This is an optimization exercise on Yosys and OpenROAD, whose aim is small area, not a production implementation. Function was checked by simulation only, so behaviour that the tests miss may differ from the original. Power is estimated from default activity; no workload was simulated.

`flow/design.v`:
```
package fqs_pkg;
   localparam int DEPTH  = 16;
   localparam int DATA_W = 32;
   localparam int POS_W  = $clog2(DEPTH);
   localparam int CNT_W  = $clog2(DEPTH + 1);
   localparam logic signed [DATA_W-1:0] NONE_VALUE = -1;
   typedef enum logic [2:0] {
      CMD_ENQUEUE = 3'd0,
      CMD_DEQUEUE = 3'd1,
      CMD_FIND    = 3'd2,
      CMD_READ    = 3'd3,
      CMD_CLEAR   = 3'd4
   } cmd_type;
   typedef enum logic [2:0] {
      ST_OK        = 3'd0,
      ST_EMPTY     = 3'd1,
      ST_NOT_FOUND = 3'd2,
      ST_RANGE     = 3'd3,
      ST_FULL      = 3'd4
   } status_type;
   typedef struct packed {
      logic shift;
      logic load;
   } cell_ctrl_type;
endpackage
module fqs_cell (
   input  logic                                clock,
   input  logic                                shift,
   input  logic signed [fqs_pkg::DATA_W-1:0]   shift_value,
   input  logic signed [fqs_pkg::DATA_W-1:0]   key,
   output logic signed [fqs_pkg::DATA_W-1:0]   value,
   output logic                                hit
);
   logic signed [fqs_pkg::DATA_W-1:0] value_ff;
   always_ff @(posedge clock) begin
      if (shift) begin
         value_ff <= shift_value;
      end
   end
   assign value = value_ff;
   assign hit   = (value_ff == key);
endmodule
module fifo_queue_with_search_core (
   input  logic                clock,
   input  logic                reset,
   input  logic                req_valid,
   output logic                req_stall,
   input  logic [2:0]          req_command,
   input  logic signed [31:0]  req_item_value,
   input  logic [4:0]          req_position,
   output logic                rsp_valid,
   input  logic                rsp_stall,
   output logic [2:0]          rsp_status,
   output logic signed [31:0]  rsp_read_value,
   output logic [3:0]          rsp_found_position,
   output logic [4:0]          rsp_entry_count,
   output logic                rsp_is_empty_flag
);
   localparam int DEPTH = fqs_pkg::DEPTH;
   localparam int POS_W = fqs_pkg::POS_W;
   localparam int CNT_W = fqs_pkg::CNT_W;
   logic                               accept;
   logic [CNT_W-1:0]                   count_ff;
   logic [CNT_W-1:0]                   count_in;
   logic [POS_W-1:0]                   last;
   logic                               enq_ok;
   logic                               is_empty;
   logic                               is_full;
   logic signed [fqs_pkg::DATA_W-1:0]  cell_value [DEPTH];
   logic [DEPTH-1:0]                   cell_hit;
   logic [DEPTH-1:0]                   live_hit;
   logic [POS_W-1:0]                   found_slot;
   logic                               rsp_valid_ff;
   logic                               rsp_valid_in;
   fqs_pkg::status_type                status_ff;
   fqs_pkg::status_type                status_in;
   logic [POS_W-1:0]                   rd_slot_ff;
   logic [POS_W-1:0]                   rd_slot_in;
   logic                               rd_none_ff;
   logic                               rd_none_in;
   logic [POS_W-1:0]                   found_ff;
   logic [POS_W-1:0]                   found_in;
   logic                               found_hit;
   assign req_stall = rsp_valid_ff & rsp_stall;
   assign accept    = req_valid & ~req_stall;
   assign is_empty  = (count_ff == '0);
   assign is_full   = count_ff[CNT_W-1];
   assign last      = count_ff[POS_W-1:0] - POS_W'(1);
   genvar gi;
   generate
      for (gi = 0; gi < DEPTH; gi++) begin : g_cell
         localparam logic [CNT_W-1:0] IDX = gi;
         logic signed [fqs_pkg::DATA_W-1:0] below;
         if (gi == 0) begin : g_first
            assign below = req_item_value;
         end else begin : g_rest
            assign below = cell_value[gi-1];
         end
         assign live_hit[gi] = cell_hit[gi] & (IDX < count_ff);
         fqs_cell u_cell (
            .clock       (clock),
            .shift       (enq_ok),
            .shift_value (below),
            .key         (req_item_value),
            .value       (cell_value[gi]),
            .hit         (cell_hit[gi])
         );
      end
   endgenerate
   always_comb begin
      logic [7:0] h8;
      logic [3:0] h4;
      logic [1:0] h2;
      found_slot[3] = |live_hit[15:8];
      h8            = found_slot[3] ? live_hit[15:8] : live_hit[7:0];
      found_slot[2] = |h8[7:4];
      h4            = found_slot[2] ? h8[7:4] : h8[3:0];
      found_slot[1] = |h4[3:2];
      h2            = found_slot[1] ? h4[3:2] : h4[1:0];
      found_slot[0] = h2[1];
   end
   always_comb begin
      enq_ok     = 1'b0;
      count_in   = count_ff;
      status_in  = fqs_pkg::ST_OK;
      found_hit  = 1'b0;
      rd_slot_in = last;
      rd_none_in = is_empty;
      if (accept) begin
         unique case (req_command)
            fqs_pkg::CMD_ENQUEUE: begin
               if (is_full) begin
                  status_in = fqs_pkg::ST_FULL;
               end else begin
                  enq_ok     = 1'b1;
                  count_in   = count_ff + CNT_W'(1);
                  rd_slot_in = count_ff[POS_W-1:0];
               end
            end
            fqs_pkg::CMD_DEQUEUE: begin
               if (is_empty) begin
                  status_in = fqs_pkg::ST_EMPTY;
               end else begin
                  count_in = count_ff - CNT_W'(1);
               end
            end
            fqs_pkg::CMD_FIND: begin
               if (|live_hit) begin
                  found_hit = 1'b1;
               end else begin
                  status_in = fqs_pkg::ST_NOT_FOUND;
               end
            end
            fqs_pkg::CMD_READ: begin
               rd_slot_in = last - req_position[POS_W-1:0];
               if (CNT_W'(req_position) >= count_ff) begin
                  status_in  = fqs_pkg::ST_RANGE;
                  rd_none_in = 1'b1;
               end
            end
            fqs_pkg::CMD_CLEAR: begin
               count_in = '0;
            end
            default: begin
            end
         endcase
      end
      found_in = found_hit ? ~found_slot : POS_W'(0) - count_in[POS_W-1:0];
   end
   always_comb begin
      priority if (accept) begin
         rsp_valid_in = 1'b1;
      end else if (rsp_stall) begin
         rsp_valid_in = rsp_valid_ff;
      end else begin
         rsp_valid_in = 1'b0;
      end
   end
   always_ff @(posedge clock) begin
      if (reset) begin
         count_ff     <= '0;
         rsp_valid_ff <= 1'b0;
      end else begin
         count_ff     <= count_in;
         rsp_valid_ff <= rsp_valid_in;
      end
   end
   always_ff @(posedge clock) begin
      if (accept) begin
         status_ff  <= status_in;
         rd_slot_ff <= rd_slot_in;
         rd_none_ff <= rd_none_in;
         found_ff   <= found_in;
      end
   end
   assign rsp_valid          = rsp_valid_ff;
   assign rsp_status         = status_ff;
   assign rsp_read_value     = rd_none_ff ? fqs_pkg::NONE_VALUE : cell_value[rd_slot_ff];
   assign rsp_found_position = count_ff[POS_W-1:0] + found_ff;
   assign rsp_entry_count    = count_ff;
   assign rsp_is_empty_flag  = is_empty;
endmodule
```
`flow/flow/run.sh`:
```
#!/bin/bash
# Layout flow: the standard ORFS flow (standard.sh), with these changes:
#  - the input and output ports are buffered with plain buf cells (buf_2 on
#    inputs, buf_1 on outputs) instead of the delay buffer buffer_ports picks;
#  - the buffers ABC inserted are removed at floorplan, so repair_design
#    buffers the nets that need it after placement;
#  - before repair_design after placement, logic gates are set to drive 1
#    and repair_design may not use the largest buffers;
#  - CTS adds no dummy loads to balance the clock tree.
# Every tool's output goes to the ORFS logs under orfs/logs, and make's own
# output to standard.log in this folder.
set -euo pipefail
FLOW_DIR=$(cd "$(dirname "$0")" && pwd)
export DONT_BUFFER_PORTS=1
export PRE_GLOBAL_PLACE_TCL=$FLOW_DIR/buffer_ports.tcl
export PRE_RESIZE_TCL=$FLOW_DIR/resize_cells.tcl
export REMOVE_ABC_BUFFERS=1
export CTS_ARGS="-sink_clustering_enable -repair_clock_nets -buf_list sky130_fd_sc_hd__clkbuf_16 -sink_clustering_size 30 -sink_clustering_max_diameter 70 -dont_use_dummy_load"
bash standard.sh > standard.log 2>&1
```
`flow/flow/buffer_ports.tcl`:
```
# Buffer every input (but the clock) and every output port.
buffer_ports -inputs -buffer_cell sky130_fd_sc_hd__buf_2
buffer_ports -outputs -buffer_cell sky130_fd_sc_hd__buf_1
```
`flow/flow/resize_cells.tcl`:
```
# Keep repair_design to small buffers.
set_dont_use {sky130_fd_sc_hd__buf_6 sky130_fd_sc_hd__buf_8 sky130_fd_sc_hd__buf_12 sky130_fd_sc_hd__buf_16 sky130_fd_sc_hd__bufbuf_8 sky130_fd_sc_hd__bufbuf_16 sky130_fd_sc_hd__bufinv_8 sky130_fd_sc_hd__bufinv_16 sky130_fd_sc_hd__clkbuf_8 sky130_fd_sc_hd__clkbuf_16}

# Start repair from the smallest drive of each logic gate: ABC sized some
# gates up for fanout, which repair_design can do with buffers where needed.
set n_down 0
foreach inst [get_cells *] {
  set master [get_property $inst ref_name]
  if {![regexp {^(sky130_fd_sc_hd__(\w+))_(\d+)$} $master -> stem kind drive]} { continue }
  if {$drive <= 1} { continue }
  if {[regexp {^(buf|clkbuf|dfxtp|edfxtp|dfrtp|tap|fill|decap|conb|clkdlybuf|dlygate)} $kind]} { continue }
  set small [get_lib_cells -quiet */${stem}_1]
  if {$small eq ""} { continue }
  replace_cell $inst [lindex $small 0]
  incr n_down
}
puts "Downsized $n_down gates to drive 1."
```
`flow/standard.sh`:
```
#!/bin/bash
# synth_recipe.tcl (not shown) runs the flow's synth.tcl, then flattens the netlist and writes it again
# the make line also repeats each setting of config.mk as NAME=value (left out here)
make -C /OpenROAD-flow-scripts/flow DESIGN_CONFIG=/design/flow/config.mk WORK_HOME=/design/flow/orfs CLKGATE_MAP_FILE= SYNTH_SCRIPT=/design/flow/synth_recipe.tcl "${@:-finish}"
```
`flow/config.mk`:
```
export PLATFORM = sky130hd
export DESIGN_NAME = fifo_queue_with_search_core
export DESIGN_NICKNAME = fifo_queue_with_search_core
export VERILOG_FILES = /design/flow/design.v
export SDC_FILE = /design/flow/constraint.sdc
export NUM_CORES = 4
export LEC_CHECK = 0
export CAP_MARGIN = 20
export CORE_MARGIN = 2
export CORE_UTILIZATION = 45
export GPL_TIMING_DRIVEN = 0
export SETUP_SLACK_MARGIN = 0.3
export SLEW_MARGIN = 20
```
`flow/constraint.sdc`:
```
create_clock -name core_clock -period 5.0 [get_ports {clock}]
set_input_delay 1.0000 -clock core_clock [delete_from_list [all_inputs] [get_ports {clock}]]
set_output_delay 1.0000 -clock core_clock [all_outputs]
set_load 0.01 [all_outputs]
```
==> summary.md <==
| Metric | Value |
|---|---|
| First-pass GRT wire length | `143,000 um` |
| Fin util | `49.3%` |
| Clock Sinks | `530` |
| Fmax | `213 MHz` |
| Crit path required time | `4.00 ns` |
| Drt wl/cell | `36.8 um` |
| Initial antenna violation count | `2` |
| Maxcap violations | `0` |
| DIE AREA | `60,000 sq um` |
| # hold bufs at CTS | `0` |
| Worst path cell trace | `nand2b_1, nor3_2, buf_4, buf_2, a22o_1, a221oi_1, nand3_1, o22ai_1, nand2b_1, buf_1` |
| DR vias/cell | `6.68` |
| Syn. warnings | `3` |
| Residual DRC count | `0` |
| CTS root buffer | `clkbuf_16` |
| Ranking of synthesized cells by area | `edfxtp_1 (60%), xnor2_1 (11%), xor2_1 (6.4%), a22oi_1 (5.3%), nand4_1 (3.2%)` |
| Final global-route overflow total | `0` |
| Filler cell count in the final layout | `5,035` |
| Yosys top cell by area | `edfxtp_1` |
| Non-filler instance count after layout | `2,819` |
| Slew @ Worst Pin | `1.09 ns` |
| Vias | `18,800` |
| Seq. cell area | `15,900 sq um` |
| Largest net degree at the start of global routing | `29` |
| Hpwl dp | `80,900 um` |
| Max_slew headroom | `26.4%` |
| Post-DRT Antenna Nets | `0` |
| FFs w/ async S/R, synth | `0%` |
| Worst setup SP type | `flip-flop` |
| CTS Buf Count | `34` |
| Critical Path Most Common Cell | `nand2b_1` |
| Leak | `8.88 nW` |
| Nets | `2,117` |
| Mapped Area | `26,100 sq um` |
| Pwr Total | `8.70 mW` |
| Vias in the first global route | `17,500` |
| Most numerous cell in the Yosys netlist | `edfxtp_1` |
| GP Congestion | `1.08` |
| Row cnt | `88` |
| CTS H-tree depth | `2` |
| Synth top area share | `60.2%` |
| Seq cells post-synth | `530` |
| Setup ws final | `0.303 ns` |
| Post-synth EDFFs | `524` |
| Status | `no timing/DRC/antenna violations` |
| Sequential-to-total area share from yosys stat | `60.7%` |
| Worst hold path type | `reg -> reg` |
| Aggregate routed wire length | `104,000 um` |
| Slew Limit Fails | `0` |
| Min Tclk post-route | `4.70 ns` |
| Pre-antenna DRT Iters | `5` |
| Mean post-synth cell area | `13.5 sq um` |
| Area Growth Syn to Fin | `8.60%` |
| Placed cells | `2,782` |
| Port Buffer Count | `90` |
| Slowest-stage cell, CP | `nor3_2` |
| Type of destination of the critical path | `output port` |
| Synth cell types | `58` |
| Cells after Synth | `1,940` |
| Clk pin slew, worst setup/hold paths | `0.10 ns` |
| Share of layout cells above drive strength 1 | `10.5%` |
| CP peak stage delay | `0.70 ns` |
| Layout Skew | `0.0557 ns` |
| Final Cycle Share | `93.9%` |
| Clock tree from TritonCTS | `done` |
| Maximum clock path buffer count | `3` |
| Gr usage total | `34.4%` |
| Arrival time worst endpoint | `3.70 ns` |
| Die X | `245 um` |
| Crit path kind | `reg -> out` |
| Initial Util | `45.4%` |
| Unrepaired setup endpoints after global routing | `no` |
| DIE HEIGHT | `245 um` |
| Combined area of the multi-input logic cells | `9600 sq um` |
| Crit-path max FO | `8` |
| DR iter-0 viols | `3,224` |
| Final setup fails | `0` |
| Core Area | `57,600 sq um` |
| Top_reg_cell synth | `edfxtp_1` |
| Pwr dens | `306 nW/um^2` |
| Hold Fails Final Rpt | `0` |
| Num ports | `91` |
| Post-synth top cells | `edfxtp_1 (524), xnor2_1 (328), xor2_1 (192)` |
| Later-pin clock latency in the skew report | `0.60 ns` |
| VDD IR max | `212 uV` |
| Worst slack, placed | `-0.0133 ns` |
[area by class of cell]
class	instances	area share, %
multi-input cells	1264	33.8
diodes	1	0.00882
repair buffers	208	3.71
clock buffers	34	3.00
inverters	17	0.225
well taps	765	3.37
flip-flops and latches	530	55.9
[metrics by stage]
step	setup TNS, ns	hold slack, ns	area, sq um
floorplan	-	0.471	25400
global placement	-	0.479	26800
detailed placement	-0.106	0.485	27500
CTS	0	0.480	28400
global route	0	0.491	28400
finish	0	0.476	28400
[logic make-up (layout without fill, tap and decap cells)]
kind of cell / after synthesis / in the layout / synth area share, %
multiplexers: 2 / 2 / 0.0766
other: 0 / 1 / 0
flip-flops: 530 / 530 / 60.7
XOR/XNOR: 521 / 521 / 17.5
AND/OR/NAND/NOR: 371 / 371 / 8.29
buffers and inverters: 146 / 259 / 2.94
AO/OA/AOI/OAI: 352 / 352 / 9.61
adder cells (fa/ha/maj): 18 / 18 / 0.919
[layer usage]
layer | vias up | global-route usage, % | share of wire, %
li1 | 7630 | - | -
met1 | 9426 | 46.8 | 38
met2 | 1469 | 51.1 | 43
met3 | 295 | 8.50 | 12
met4 | 2 | 18.0 | 6.7
met5 | - | 0 | 0.048
[path summary, 6_finish.rpt]
kind | startpoint | to | slack (ns) | cells after the start
min | g_cell[1].u_cell.value_ff[10] | g_cell[2].u_cell.value_ff[10] | 0.48 | 0
min reg2reg | g_cell[1].u_cell.value_ff[10] | g_cell[2].u_cell.value_ff[10] | 0.48 | 0
max reg2reg | rsp_valid_ff | g_cell[1].u_cell.value_ff[26] | 0.87 | 12
max | rd_slot_ff[2] | rsp_read_value[31] | 0.30 | 10
[critical path: cells and delay by family (launching register included)]
family / cells / cell delay [ns]
AO/OA/AOI/OAI: 3 / 0.42
buffers and inverters: 3 / 0.82
AND/OR/NAND/NOR: 4 / 1.32
flip-flops: 1 / 0.55
[power by group]
| group | total, mW | switching [mW] | internal (mW) | leakage (nW) |
|---|---|---|---|---|
| sequential | 4.99 | 0.0738 | 4.92 | 4.80 |
| clock | 2.72 | 1.51 | 1.22 | 0.419 |
| combinational | 0.979 | 0.693 | 0.286 | 3.65 |
| total | 8.70 | 2.27 | 6.42 | 8.88 |
[repair_timing]
item                                    CTS  global route
buffers inserted                          1             1
endpoints found under the setup margin   10             5
gates resized for setup                   2             2
pin swaps                                 1             1
[registers in the layout (all words and copies together) (netlist names)]
| signal | flops |
|---|---|
| g_cell.u_cell.value_ff | 512 |
| count_ff | 5 |
| found_ff | 4 |
| rd_slot_ff | 4 |
| status_ff | 3 |
| rd_none_ff | 1 |
| rsp_valid_ff | 1 |
[layout by cell type (no fill, tap or decap), types with 3 or more instances in the layout]
master	Yosys	routed
clkbuf_16	0	34
a221oi_1	23	23
nand3_1	36	36
nor2_4	0	9
o311ai_0	3	3
xor2_1	192	193
or3_1	4	4
o21ai_0	18	18
inv_1	16	16
a21oi_1	48	48
and4_1	3	4
o22ai_1	34	34
nor2_1	32	24
nor3_1	30	23
dfxtp_1	6	6
a22o_1	22	22
xnor2_1	328	328
o2111ai_1	3	3
buf_1	5	47
nor3_2	0	5
nor4_1	57	56
buf_2	24	133
nand2_1	17	17
nor2b_1	3	3
nand4_1	133	133
nand2b_1	41	41
buf_4	40	28
edfxtp_1	524	524
o21ai_1	3	3
nor3_4	1	3
or4_1	3	4
ha_1	16	16
a21o_1	4	4
a22oi_1	183	183

-- re-timing with driven ports --
No port has a modelled driver above. Below, the same layout with a new extraction and two added sets of constraints. Step 1: set_driving_cell puts a clkbuf_16 on clock and a buf_2 on each other input, an assumption about the parent block. Step 2, shift: input delay + t, output delay - t, t = (earliest + latest rising clock arrival at the registers) / 2. This alone moves slack from input paths to output paths. a / b / c = no drivers / after step 1 / after step 2; a / b = the first two.
t (ns): 0.629
slack for setup (ns): 0.303 / 0.239 / -0.078
latest minus earliest clock arrival (ns): 0.065 / 0.066
With both steps, setup timing fails in this run, where it was met with ideal ports. For this run, drivers alone change the setup slack by -0.064 ns; drivers and shift together by -0.381 ns.
